This is an optimization exercise on Yosys and OpenROAD, whose aim is small area, not a production implementation. Where RTL was checked, it was by simulation tests only, not by an equivalence proof against the original.

==> module voice_generator, before the edit <==
module voice_generator #(
    parameter int NUM_VOICES = 4
) (
    input  logic clk_i,
    input  logic rst_n_i,
    input  logic [NUM_VOICES-1:0] cfg_enable_i,
    input  logic [2*NUM_VOICES-1:0] cfg_wave_sel_i,
    input  logic [32*NUM_VOICES-1:0] cfg_increment_i,
    input  logic [16*NUM_VOICES-1:0] cfg_gain_i,
    input  logic [NUM_VOICES-1:0] voice_start_i,
    input  logic [31:0] duty_i,
    input  logic run_i,
    output logic [15:0] sample_o,
    output logic sample_valid_o,
    input  logic sample_ready_i
);
    localparam int RIPPLE = 24;  
    logic [31:0] phase_q [NUM_VOICES];
    logic [31:0] phase_sum [NUM_VOICES];
    logic [31:0] phase_next [NUM_VOICES];
    logic [NUM_VOICES-1:0] flip;  
    logic [16*NUM_VOICES-1:0] shaped;
    logic [15:0] mixed, slot_q;
    logic valid_q;
    logic load;
    assign load = run_i && (!valid_q || sample_ready_i);
    for (genvar v = 0; v < NUM_VOICES; v++) begin : g_add
        logic [31:0] a, b;
        logic [RIPPLE:0] c;
        logic [32:RIPPLE] c0, c1;
        logic [31:RIPPLE] s0, s1;
        assign a = phase_q[v];
        assign b = cfg_increment_i[32*v +: 32];
        assign c[0] = 1'b0;
        for (genvar i = 0; i < RIPPLE; i++) begin : g_lo
            assign phase_sum[v][i] = a[i] ^ b[i] ^ c[i];
            assign c[i+1] = (a[i] & b[i]) | (a[i] & c[i]) | (b[i] & c[i]);
        end
        assign c0[RIPPLE] = 1'b0;
        assign c1[RIPPLE] = 1'b1;
        for (genvar i = RIPPLE; i < 32; i++) begin : g_hi
            assign s0[i] = a[i] ^ b[i] ^ c0[i];
            assign c0[i+1] = (a[i] & b[i]) | (a[i] & c0[i]) | (b[i] & c0[i]);
            assign s1[i] = a[i] ^ b[i] ^ c1[i];
            assign c1[i+1] = (a[i] & b[i]) | (a[i] & c1[i]) | (b[i] & c1[i]);
        end
        assign phase_sum[v][31:RIPPLE] = c[RIPPLE] ? s1 : s0;
    end
    always_comb begin
        for (int v = 0; v < NUM_VOICES; v++) begin
            if (!cfg_enable_i[v]) shaped[16*v +: 16] = '0;
            else if (cfg_wave_sel_i[2*v +: 2] == 2'd0) shaped[16*v +: 16] = phase_q[v][31:16];
            else shaped[16*v +: 16] = 16'h7FFF;
            flip[v] = cfg_enable_i[v] && cfg_wave_sel_i[2*v +: 2] != 2'd0 && !(phase_q[v] < duty_i);
        end
    end
    voice_mixer #(.NUM_VOICES(NUM_VOICES)) u_mix (
        .samples_i (shaped), .gains_i (cfg_gain_i), .flip_i (flip), .sample_o (mixed)
    );
    always_comb begin
        for (int v = 0; v < NUM_VOICES; v++) begin
            if (!rst_n_i || voice_start_i[v]) phase_next[v] = '0;
            else if (load && cfg_enable_i[v]) phase_next[v] = phase_sum[v];
            else phase_next[v] = phase_q[v];
        end
    end
    always_ff @(posedge clk_i) begin
        for (int v = 0; v < NUM_VOICES; v++) phase_q[v] <= phase_next[v];
    end
    always_ff @(posedge clk_i) begin
        if (!rst_n_i) begin
            valid_q <= 1'b0;
        end else begin
            if (load) valid_q <= 1'b1;
            else if (sample_ready_i) valid_q <= 1'b0;
        end
    end
    always_ff @(posedge clk_i) begin
        if (load) slot_q <= mixed;
    end
    assign sample_o = slot_q;
    assign sample_valid_o = valid_q;
endmodule
==> flow/config.mk <==
export PLATFORM = sky130hd
export DESIGN_NAME = synth_unit
export DESIGN_NICKNAME = synth_unit
export VERILOG_FILES = /design/flow/design.v
export SDC_FILE = /design/flow/constraint.sdc
export NUM_CORES = 4
export LEC_CHECK = 0
export ABC_AREA = 1
export CAP_MARGIN = 5
export CORE_MARGIN = 2
export CORE_UTILIZATION = 40
export CTS_CLUSTER_DIAMETER = 150
export CTS_CLUSTER_SIZE = 20
export PLACE_DENSITY = 0.6
export SLEW_MARGIN = 5
==> flow/constraint.sdc <==
create_clock -name core_clock -period 13.0 [get_ports {clk_i}]
set_input_delay 2.6000 -clock core_clock [delete_from_list [all_inputs] [get_ports {clk_i}]]
set_output_delay 2.6000 -clock core_clock [all_outputs]
set_load 0.01 [all_outputs]
standard.sh (not shown) runs the stock make flow with config.mk's settings and CLKGATE_MAP_FILE= SYNTH_SCRIPT=/design/flow/synth_recipe.tcl, a recipe that flattens the netlist after the stock synthesis.
==> flow/flow/run.sh <==
#!/bin/bash
# Own layout flow: the standard flow (standard.sh) with these changes:
# - synthesis: Yosys's synth runs with -noabc, so its quick generic ABC pass
#   does not restructure the RTL's full-adder trees before extract_fa maps them
#   to adder cells; and the final ABC mapping uses ABC's area-oriented mapper
#   (amap) in place of map. Registers, names and flattening are the standard
#   flow's.
# - placement buffers every input and output port with the smallest buffer,
#   sky130_fd_sc_hd__buf_1, instead of the one buffer_ports picks itself.
# Everything else (floorplan, power grid, taps, CTS, routing) is standard.
# make's full output goes to flow_synth.log and flow_make.log here; ORFS's
# per-step logs stay under orfs/logs.
set -euo pipefail
work=$(pwd)
sed 's/yosys synth -nofsm -noshare /yosys synth -nofsm -noshare -noabc /' synth_recipe.tcl > flow_synth.tcl
grep -q -- '-noabc' flow_synth.tcl
sed 's#synth_recipe\.tcl#flow_synth.tcl#g' standard.sh > flow_standard.sh
grep -q 'flow_synth\.tcl' flow_standard.sh
# ORFS's scripts with the area ABC script changed; only synthesis reads it.
rm -rf flow_scripts
cp -r "$FLOW_HOME/scripts" flow_scripts
printf 'strash\ndch\namap\ntopo\nstime -c\nbuffer -c\nupsize -c\ndnsize -c\n' > flow_scripts/abc_area.script
bash flow_standard.sh "SCRIPTS_DIR=$work/flow_scripts" synth > flow_synth.log 2>&1
grep -q 'flow_scripts/abc_area.script' orfs/logs/*/synth_unit/base/1_2_yosys.log
bash flow_standard.sh "BUFFER_PORTS_ARGS=-buffer_cell sky130_fd_sc_hd__buf_1" finish > flow_make.log 2>&1
test -s out/final.def
==> next run, changes <==
--- a/flow/design.v
+++ b/flow/design.v
@@ -130,11 +130,11 @@
     input  logic run_i,
     output logic [15:0] sample_o,
     output logic sample_valid_o,
     input  logic sample_ready_i
 );
-    localparam int RIPPLE = 24;  
+    localparam int RIPPLE = 20;  
     logic [31:0] phase_q [NUM_VOICES];
     logic [31:0] phase_sum [NUM_VOICES];
     logic [31:0] phase_next [NUM_VOICES];
     logic [NUM_VOICES-1:0] flip;  
     logic [16*NUM_VOICES-1:0] shaped;
Outcome: The changed run produced a clean layout; final area goes down by 0.67%; maximum frequency goes up by 3.7%; routed wire length goes up by 0.75%; via count goes up by 0.39%; flip-flop and latch count is unchanged; worst hold slack improved by 0.011 ns; non-clock buffer count goes down by 51.
For the first run of this note, only the layout was checked, not whether the RTL still works.

[static timing again, ports no longer ideal]
In the flow no input, the clock included, has a driving cell. The finished layouts below were timed again as built, in two steps.
Step 1 assumes that a clkbuf_16 drives the clock port and a buf_2 every other input.
Step 2, shift: input delay + t, output delay - t, t = (earliest + latest rising clock arrival at the registers) / 2. This alone moves slack from input paths to output paths.
Slacks: ideal ports / drivers / drivers and shift; pairs: ideal ports / drivers.
run	t, ns	setup slack, ns	slew at the worst register clock pin (ns)
the first run	0.728	0.457 / 0.457 / 0.457	0.10 / 0.10
the second run	0.701	0.901 / 0.901 / 0.901	0.11 / 0.11
After both steps setup and hold are still met in every run listed.
